This is an optimization exercise on Yosys and OpenROAD, whose aim is small area, not a production implementation.
In this exercise RTL edits were held to simulation tests only and were not proved equivalent to the original.
Power is estimated from default activity; no workload was simulated.

<file path="flow/design.v">
`default_nettype none
package debug_display_pkg;
    localparam int PAGE_WIDTH  = 128;
    localparam int BLOCK_WIDTH = 384;
    typedef logic [3:0] page_sel_t;
    typedef struct packed {
        logic [BLOCK_WIDTH-1:0] query_data;
        logic [BLOCK_WIDTH-1:0] subject_data;
        logic [87:0]            misc_debug;
        logic [BLOCK_WIDTH-1:0] query_debug;
        logic [BLOCK_WIDTH-1:0] subject_debug;
    } debug_src_t;
    typedef logic [6:0] seg_t;
    localparam logic [111:0] SEG_FONT = {
        7'b0001110, 7'b0000110, 7'b0100001, 7'b1000110,
        7'b0000011, 7'b0001000, 7'b0011000, 7'b0000000,
        7'b1111000, 7'b0000010, 7'b0010010, 7'b0011001,
        7'b0110000, 7'b0100100, 7'b1111001, 7'b1000000
    };
endpackage
`default_nettype wire
`default_nettype none
package lcd_pkg;
    typedef struct packed {
        logic [7:0] data;
        logic       rs;
        logic       rw;
        logic       en;
        logic       on;
    } lcd_bus_t;
    typedef logic [31:0][7:0] lcd_text_t;
    localparam logic [7:0] CMD_FUNCTION_SET = 8'h38;
    localparam logic [7:0] CMD_DISPLAY_ON   = 8'h0C;
    localparam logic [7:0] CMD_CLEAR        = 8'h01;
    localparam logic [7:0] CMD_ENTRY_MODE   = 8'h06;
    localparam logic [7:0] CMD_LINE1        = 8'h80;
    localparam logic [7:0] CMD_LINE2        = 8'hC0;
endpackage
`default_nettype wire
`timescale 1ns/1ps
`default_nettype none
module reset_delay #(
    parameter int RESET_DELAY_CYCLES = 1000
) (
    input  wire logic clock_50,
    input  wire logic reset,
    input  wire logic write_lcd,
    output logic      lcd_reset
);
    localparam int CNT_W = $clog2(RESET_DELAY_CYCLES + 1);
    logic [CNT_W-1:0] count;
    always_ff @(posedge clock_50) begin
        if (reset || write_lcd) begin
            count <= '0;
        end else if (count != CNT_W'(RESET_DELAY_CYCLES)) begin
            count <= count + 1'b1;
        end
    end
    assign lcd_reset = (count != CNT_W'(RESET_DELAY_CYCLES));
endmodule
`default_nettype wire
`timescale 1ns/1ps
`default_nettype none
module page_select (
    input  wire logic                                   clock_50,
    input  wire logic                                   reset,
    input  wire debug_display_pkg::page_sel_t           sel,
    input  wire debug_display_pkg::debug_src_t          debug,
    output logic [debug_display_pkg::PAGE_WIDTH-1:0]    page
);
    localparam int PW = debug_display_pkg::PAGE_WIDTH;
    logic [PW-1:0] page_next;
    always_comb begin
        case (sel)
            4'd0:    page_next = debug.query_data[0*PW +: PW];
            4'd1:    page_next = debug.query_data[1*PW +: PW];
            4'd2:    page_next = debug.query_data[2*PW +: PW];
            4'd3:    page_next = debug.subject_data[0*PW +: PW];
            4'd4:    page_next = debug.subject_data[1*PW +: PW];
            4'd5:    page_next = debug.subject_data[2*PW +: PW];
            4'd6:    page_next = PW'(debug.misc_debug);
            4'd7:    page_next = debug.query_debug[0*PW +: PW];
            4'd8:    page_next = debug.query_debug[1*PW +: PW];
            4'd9:    page_next = debug.query_debug[2*PW +: PW];
            4'd10:   page_next = debug.subject_debug[0*PW +: PW];
            4'd11:   page_next = debug.subject_debug[1*PW +: PW];
            4'd12:   page_next = debug.subject_debug[2*PW +: PW];
            default: page_next = '0;
        endcase
    end
    always_ff @(posedge clock_50) begin
        if (reset) begin
            page <= '0;
        end else begin
            page <= page_next;
        end
    end
endmodule
`default_nettype wire
`timescale 1ns/1ps
`default_nettype none
module hex_ascii_encoder (
    input  wire logic [debug_display_pkg::PAGE_WIDTH-1:0] page,
    output logic [255:0]                                 text
);
    localparam int NIBBLES = debug_display_pkg::PAGE_WIDTH / 4;
    function automatic logic [7:0] nibble_to_ascii(input logic [3:0] nib);
        if (nib < 4'd10) begin
            nibble_to_ascii = {4'h3, nib};
        end else begin
            nibble_to_ascii = 8'h37 + {4'h0, nib};
        end
    endfunction
    for (genvar k = 0; k < NIBBLES; k++) begin : g_char
        assign text[8*k +: 8] = nibble_to_ascii(page[4*(NIBBLES-1-k) +: 4]);
    end
endmodule
`default_nettype wire
`timescale 1ns/1ps
`default_nettype none
module seven_seg_bank (
    input  wire logic                          clock_50,
    input  wire logic                          reset,
    input  wire logic                          show_id,
    input  wire logic [31:0]                   subject_id,
    input  wire logic [31:0]                   subject_length,
    output debug_display_pkg::seg_t [7:0]      hex
);
    logic [31:0] word;
    assign word = show_id ? subject_id : subject_length;
    always_ff @(posedge clock_50) begin
        if (reset) begin
            hex <= '1;
        end else begin
            for (int k = 0; k < 8; k++) begin
                hex[k] <= debug_display_pkg::SEG_FONT[7*word[4*k +: 4] +: 7];
            end
        end
    end
endmodule
`default_nettype wire
`timescale 1ns/1ps
`default_nettype none
module status_leds #(
    parameter int HEARTBEAT_HALF = 100_000
) (
    input  wire logic        clock_50,
    input  wire logic        reset,
    input  wire logic [25:0] status,
    output logic      [17:0] ledr,
    output logic      [8:0]  ledg
);
    localparam int CNT_W = $clog2(HEARTBEAT_HALF + 1);
    logic [CNT_W-1:0] beat_count;
    logic             beat;
    logic [7:0]       status_low;
    always_ff @(posedge clock_50) begin
        ledr       <= status[25:8];
        status_low <= status[7:0];
    end
    always_ff @(posedge clock_50) begin
        if (reset) begin
            beat_count <= '0;
            beat       <= 1'b0;
        end else if (beat_count == CNT_W'(HEARTBEAT_HALF - 1)) begin
            beat_count <= '0;
            beat       <= ~beat;
        end else begin
            beat_count <= beat_count + 1'b1;
        end
    end
    assign ledg = {beat, status_low};
endmodule
`default_nettype wire
`timescale 1ns/1ps
`default_nettype none
module lcd_controller #(
    parameter int EN_CYCLES  = 12,
    parameter int GAP_CYCLES = 2000
) (
    input  wire logic               clock_50,
    input  wire logic               lcd_reset,
    input  wire logic [255:0]       text,
    output lcd_pkg::lcd_bus_t       lcd
);
    localparam int TOTAL   = EN_CYCLES + GAP_CYCLES;
    localparam int TIMER_W = $clog2(TOTAL);
    typedef enum logic [1:0] {
        PH_INIT,
        PH_LINE1,
        PH_LINE2,
        PH_HOME
    } phase_t;
    phase_t             phase;
    logic [4:0]         idx;
    logic [TIMER_W-1:0] timer;
    logic [7:0]         next_byte;
    logic               next_rs;
    logic [7:0]         data_q;
    logic               rs_q;
    logic               en_q;
    always_comb begin
        next_byte = lcd_pkg::CMD_LINE1;
        next_rs   = 1'b0;
        case (phase)
            PH_INIT: begin
                case (idx[1:0])
                    2'd0:    next_byte = lcd_pkg::CMD_FUNCTION_SET;
                    2'd1:    next_byte = lcd_pkg::CMD_DISPLAY_ON;
                    2'd2:    next_byte = lcd_pkg::CMD_CLEAR;
                    default: next_byte = lcd_pkg::CMD_ENTRY_MODE;
                endcase
            end
            PH_LINE1: begin
                if (idx == 5'd16) begin
                    next_byte = lcd_pkg::CMD_LINE2;
                end else begin
                    next_byte = text[8*{1'b0, idx[3:0]} +: 8];
                    next_rs   = 1'b1;
                end
            end
            PH_LINE2: begin
                next_byte = text[8*{1'b1, idx[3:0]} +: 8];
                next_rs   = 1'b1;
            end
            default: next_byte = lcd_pkg::CMD_LINE1;
        endcase
    end
    always_ff @(posedge clock_50) begin
        if (lcd_reset) begin
            phase  <= PH_INIT;
            idx    <= '0;
            timer  <= '0;
            data_q <= '0;
            rs_q   <= 1'b0;
            en_q   <= 1'b0;
        end else begin
            if (timer == '0) begin
                data_q <= next_byte;
                rs_q   <= next_rs;
                en_q   <= 1'b1;
            end
            if (timer == TIMER_W'(EN_CYCLES)) begin
                en_q <= 1'b0;
            end
            if (timer == TIMER_W'(TOTAL - 1)) begin
                timer <= '0;
                idx   <= idx + 1'b1;
                case (phase)
                    PH_INIT: if (idx == 5'd3) begin
                        phase <= PH_LINE1;
                        idx   <= '0;
                    end
                    PH_LINE1: if (idx == 5'd16) begin
                        phase <= PH_LINE2;
                        idx   <= '0;
                    end
                    PH_LINE2: if (idx == 5'd15) begin
                        phase <= PH_HOME;
                        idx   <= '0;
                    end
                    default: begin
                        phase <= PH_LINE1;
                        idx   <= '0;
                    end
                endcase
            end else begin
                timer <= timer + 1'b1;
            end
        end
    end
    assign lcd = {data_q, rs_q, 1'b0, en_q, 1'b1};
endmodule
`default_nettype wire
`timescale 1ns/1ps
`default_nettype none
module debug_display_top #(
    parameter int RESET_DELAY_CYCLES = 1000,
    parameter int EN_CYCLES          = 12,
    parameter int GAP_CYCLES         = 2000,
    parameter int HEARTBEAT_HALF     = 100_000
) (
    input  wire logic                          clock_50,
    input  wire logic                          reset,
    input  wire logic [17:0]                   sw,
    input  wire debug_display_pkg::debug_src_t debug,
    input  wire logic [31:0]                   subject_id,
    input  wire logic [31:0]                   subject_length,
    input  wire logic [25:0]                   status,
    input  wire logic                          write_lcd,
    output debug_display_pkg::seg_t [7:0]      hex,
    output logic [17:0]                        ledr,
    output logic [8:0]                         ledg,
    output lcd_pkg::lcd_bus_t                  lcd
);
    logic [debug_display_pkg::PAGE_WIDTH-1:0] page;
    logic [255:0]                             text;
    logic                                     lcd_reset;
    reset_delay #(.RESET_DELAY_CYCLES(RESET_DELAY_CYCLES)) reset_delay_i (
        .clock_50  (clock_50),
        .reset     (reset),
        .write_lcd (write_lcd),
        .lcd_reset (lcd_reset)
    );
    page_select page_select_i (
        .clock_50 (clock_50),
        .reset    (reset),
        .sel      (sw[17:14]),
        .debug    (debug),
        .page     (page)
    );
    hex_ascii_encoder hex_ascii_encoder_i (
        .page (page),
        .text (text)
    );
    lcd_controller #(
        .EN_CYCLES  (EN_CYCLES),
        .GAP_CYCLES (GAP_CYCLES)
    ) lcd_controller_i (
        .clock_50  (clock_50),
        .lcd_reset (lcd_reset),
        .text      (text),
        .lcd       (lcd)
    );
    seven_seg_bank seven_seg_bank_i (
        .clock_50       (clock_50),
        .reset          (reset),
        .show_id        (sw[10]),
        .subject_id     (subject_id),
        .subject_length (subject_length),
        .hex            (hex)
    );
    status_leds #(.HEARTBEAT_HALF(HEARTBEAT_HALF)) status_leds_i (
        .clock_50 (clock_50),
        .reset    (reset),
        .status   (status),
        .ledr     (ledr),
        .ledg     (ledg)
    );
endmodule
`default_nettype wire
</file>
<file path="flow/run.sh">
#!/bin/bash
# synth_recipe.tcl (not shown) runs the flow's synth.tcl, then flattens the netlist and writes it again
# the make line also repeats each setting of config.mk as NAME=value (left out here)
make -C /OpenROAD-flow-scripts/flow DESIGN_CONFIG=/design/flow/config.mk WORK_HOME=/design/flow/orfs CLKGATE_MAP_FILE= SYNTH_SCRIPT=/design/flow/synth_recipe.tcl finish
</file>
<file path="flow/config.mk">
export PLATFORM = sky130hd
export DESIGN_NAME = debug_display_top
export DESIGN_NICKNAME = debug_display_top
export VERILOG_FILES = /design/flow/design.v
export SDC_FILE = /design/flow/constraint.sdc
export NUM_CORES = 4
export LEC_CHECK = 0
export CAP_MARGIN = 20
export CORE_AREA = 5 5 655 655
export DIE_AREA = 0 0 660 660
export PLACE_DENSITY = 0.3
export SLEW_MARGIN = 20
</file>
<file path="flow/constraint.sdc">
create_clock -name core_clock -period 10.0 [get_ports {clock_50}]
set_input_delay 2.0000 -clock core_clock [delete_from_list [all_inputs] [get_ports {clock_50}]]
set_output_delay 2.0000 -clock core_clock [all_outputs]
set_load 0.01 [all_outputs]
</file>
==> results.txt <==
-- power by group --
part           switching (mW)  total, mW  internal [mW]
clock                   0.756       1.73          0.977
combinational           0.789       1.67          0.883
sequential             0.0938       1.23           1.14
-- cell usage in the layout (no fill, tap or decap), types with 45 or more instances in the layout --
cell and instances:
a31oi_1 159, a222oi_1 89, a221oi_1 293, o21ai_0 87, inv_1 112, a211oi_1 45
a21oi_1 146, a22o_1 211, ha_1 90, dfxtp_1 263, a22oi_1 177, diode_2 269
nand2_1 205, nor2_1 119, clkdlybuf4s50_1 1812, buf_4 88
-- metrics by stage --
stage	cell area [um2]	worst slack (ns)	util, %	power, mW
floorplan	21920	5.967	-	1.629
CTS	48910	4.962	11.63	4.751
detailed placement	47380	4.196	11.27	2.921
global route	49280	4.706	11.72	4.835
global placement	47320	3.957	11.25	2.918
finish	49580	4.660	11.79	4.635
-- metal layers --
metal / GRT usage (%) / vias to the layer above / wire, um
li1: - / 14927 / -
met1: 24.19 / 18424 / 187200
met2: 34.58 / 2656 / 224000
met3: 8.146 / 996 / 45390
met4: 8.570 / 220 / 22620
met5: 0 / - / 1463
-- worst min-delay path, stage by stage (launching register included) --
cell	delay, ns
dfxtp_1	0.31
nand2_1	0.05
a21oi_1	0.05
-- state kept, by name, indices dropped and copies added, names as in the netlist --
register / count
lcd_controller_i.data_q: 8
lcd_controller_i.en_q: 1
lcd_controller_i.idx: 5
lcd_controller_i.phase: 2
lcd_controller_i.rs_q: 1
lcd_controller_i.timer: 11
page_select_i.page: 128
reset_delay_i.count: 10
seven_seg_bank_i.hex: 56
status_leds_i.beat: 1
status_leds_i.beat_count: 17
status_leds_i.ledr: 18
status_leds_i.status_low: 8
-- final timing paths --
check,startpoint,end,slack (ns),cells past startpoint
worst min register to register,lcd_controller_i.rs_q,lcd_controller_i.rs_q,0.46,2
worst min-delay path,lcd_controller_i.rs_q,lcd_controller_i.rs_q,0.46,2
worst max register to register,lcd_controller_i.idx[0],lcd_controller_i.data_q[1],6.20,9
worst max-delay path,sw[17],page_select_i.page[66],4.66,10
-- area by class of cell --
type	count	area [um2]
inverter	112	420.4
tap	5640	7057
clock inverter	25	316.6
sequential	266	5329
timing repair buffer	1926	19240
antenna	269	673.1
clock buffer	55	1212
fill	48668	370900
multi-input combinational	2089	15330
-- cells in the mapped netlist, drive strengths merged (90+ instances only) --
| cell type | instances |
|---|---|
| dfxtp | 266 |
| clkbuf | 186 |
| nor2 | 125 |
| a22o | 211 |
| ha | 90 |
| a22oi | 177 |
| a221oi | 300 |
| nand2 | 205 |
| a21oi | 146 |
| a31oi | 159 |
| inv | 112 |
-- cell families after synthesis --
| logic type | share of synthesized area [%] |
|---|---|
| AOI/OAI and AO/OA | 46.33 |
| xor gates and xnor gates | 2.477 |
| adders and majority gates | 5.137 |
| buffers and inverters | 6.439 |
| DFF | 24.29 |
| muxes | 3.807 |
| other | 0.03426 |
| and+or+nand+nor | 11.48 |
==> impl_results.md <==
- Worst vdd ir: 123.1 uV
- CP required: 10.53 ns
- Tightest Hold Check Type: register to register
- Clock tree buffer depth: 3
- DRC: 0
- Clk pin slew, worst setup/hold paths: 0.06 ns
- TNS Setup: 0 ns
- First-pass GRT wire length: 559.5 mm
- CTS hold repair buffers: 0
- Core ar.: 420500 um2
- Top delay family on crit path: compound AO/OA/AOI/OAI gates
- Inst Count DP: 10033
- Endpoint class of the critical path: register
- Share of cells above drive strength 1: 5.768%
- Initial DRC Count: 4358
- CTS Sinks: 266
- Slowest-stage cell, CP: a22oi_1
- Layout net count: 6264
- Num rows: 238
- Max_slew headroom: 4.741%
- RSZ-0062 raised after global routing: false
- Status: no timing/DRC/antenna violations
- Setup Buffers After CTS: 0
- Gpl congestion: 1.026
- Max Cap Viol: 0
- F_max: 0.1873 GHz
- Critical path startpoint category: input port
- Post-synthesis async set-or-reset flop share: 0%
- Initial Util: 5.213%
- TritonCTS buffer count: 44
- # IOs: 1830
- Crit path cell chain: clkdlybuf4s50_1 > nand2b_1 > nor2_4 > buf_12 > buf_12 > a22oi_1 > nand2_1 > a221oi_1 > buf_4 > a31oi_1
- Register bit total from synthesis: 266
- Post-synth EDFFs: 0
- Die area: 435600 um2
- Cell area after synthesis: 21920 um2
- Mean Syn Cell Area: 8.080 um2
- Syn_nets: 4538
- CTS tree: built
- Final slew viol count: 0
- Synthesis Warnings: 6
- DP HPWL: 431.0 mm
- Wire length per cell: 46.29 um
- Post-synth top flop: dfxtp_1
- CP max stage delay: 0.80 ns
- DR pass1 iterations: 6
- Non-Filler Instances: 10382
- Slew @ Worst Pin: 1.429 ns
- Die height: 660 um
- Endpoints failing setup: 0
- Largest area contributor in the netlist: dfxtp_1
- Critical setup path kind: input port to register
- Final Hold Vio Count: 0
- CP Max Fanout: 46
- Vias in the first global route: 35251
- Largest net degree at the start of global routing: 65
- Arr. time, crit path: 5.87 ns
- Power Dens Cells: 93.48 nW/um2
- Initial antenna violation count: 567
- Clock latency on the worst-skew pair: 0.69 ns
- Grt total ovfl: 0
- Seq/Total Area, Yosys: 24.29%
- Area contributors post-synth: dfxtp_1 (24%), a221oi_1 (12%), a22o_1 (8.4%)
- Crit path top cell by count: buf_12
- Fin crit share: 53.40%
- Via-per-instance ratio: 3.585
- WL final: 480.6 mm
- WHS: 0.4614 ns
- H-Tree Depth: 2
- Final worst path period need: 5.340 ns
- Gate Count Post-Synth: 2713
- Yosys cell types: 74
- Resized Gates After CTS: 0
- Root buf cell: clkbuf_16
- Clock skew: 0.05342 ns
- Gr usage total: 20.97%
- Synth top area share: 24.29%
- Overall die width: 660 um
- P_leak: 15.50 nW
- Worst path bufs/invs: 4
- Detail Route Antenna Nets: 0
- Vias: 37223
- Area grow syn2layout: 126.2%
- Port bufs: 1814

-- re-timing with driven ports --
Ports are ideal in the flow. The routed layout listed here was re-timed in OpenROAD. Step 1, drivers: a clkbuf_16 drives clock_50 and a buf_2 each remaining input, both assumed. Step 2, shift: input delay + t, output delay - t, t = (earliest + latest rising clock arrival at the registers) / 2. This alone moves slack from input paths to output paths. Slacks: no drivers / after step 1 / after step 2; pairs: no drivers / after step 1.
shift t [ns]: 0.751
slack for setup (ns): 4.660 / 4.648 / 3.897
hold slack, ns: 0.461 / 0.461 / 0.461
worst setup path at the end: input to register
latest minus earliest clock arrival (ns): 0.068 / 0.068
After both steps setup and hold are still met in this run. The setup slack of this run moves by -0.012 ns with the drivers and by -0.763 ns with both steps.
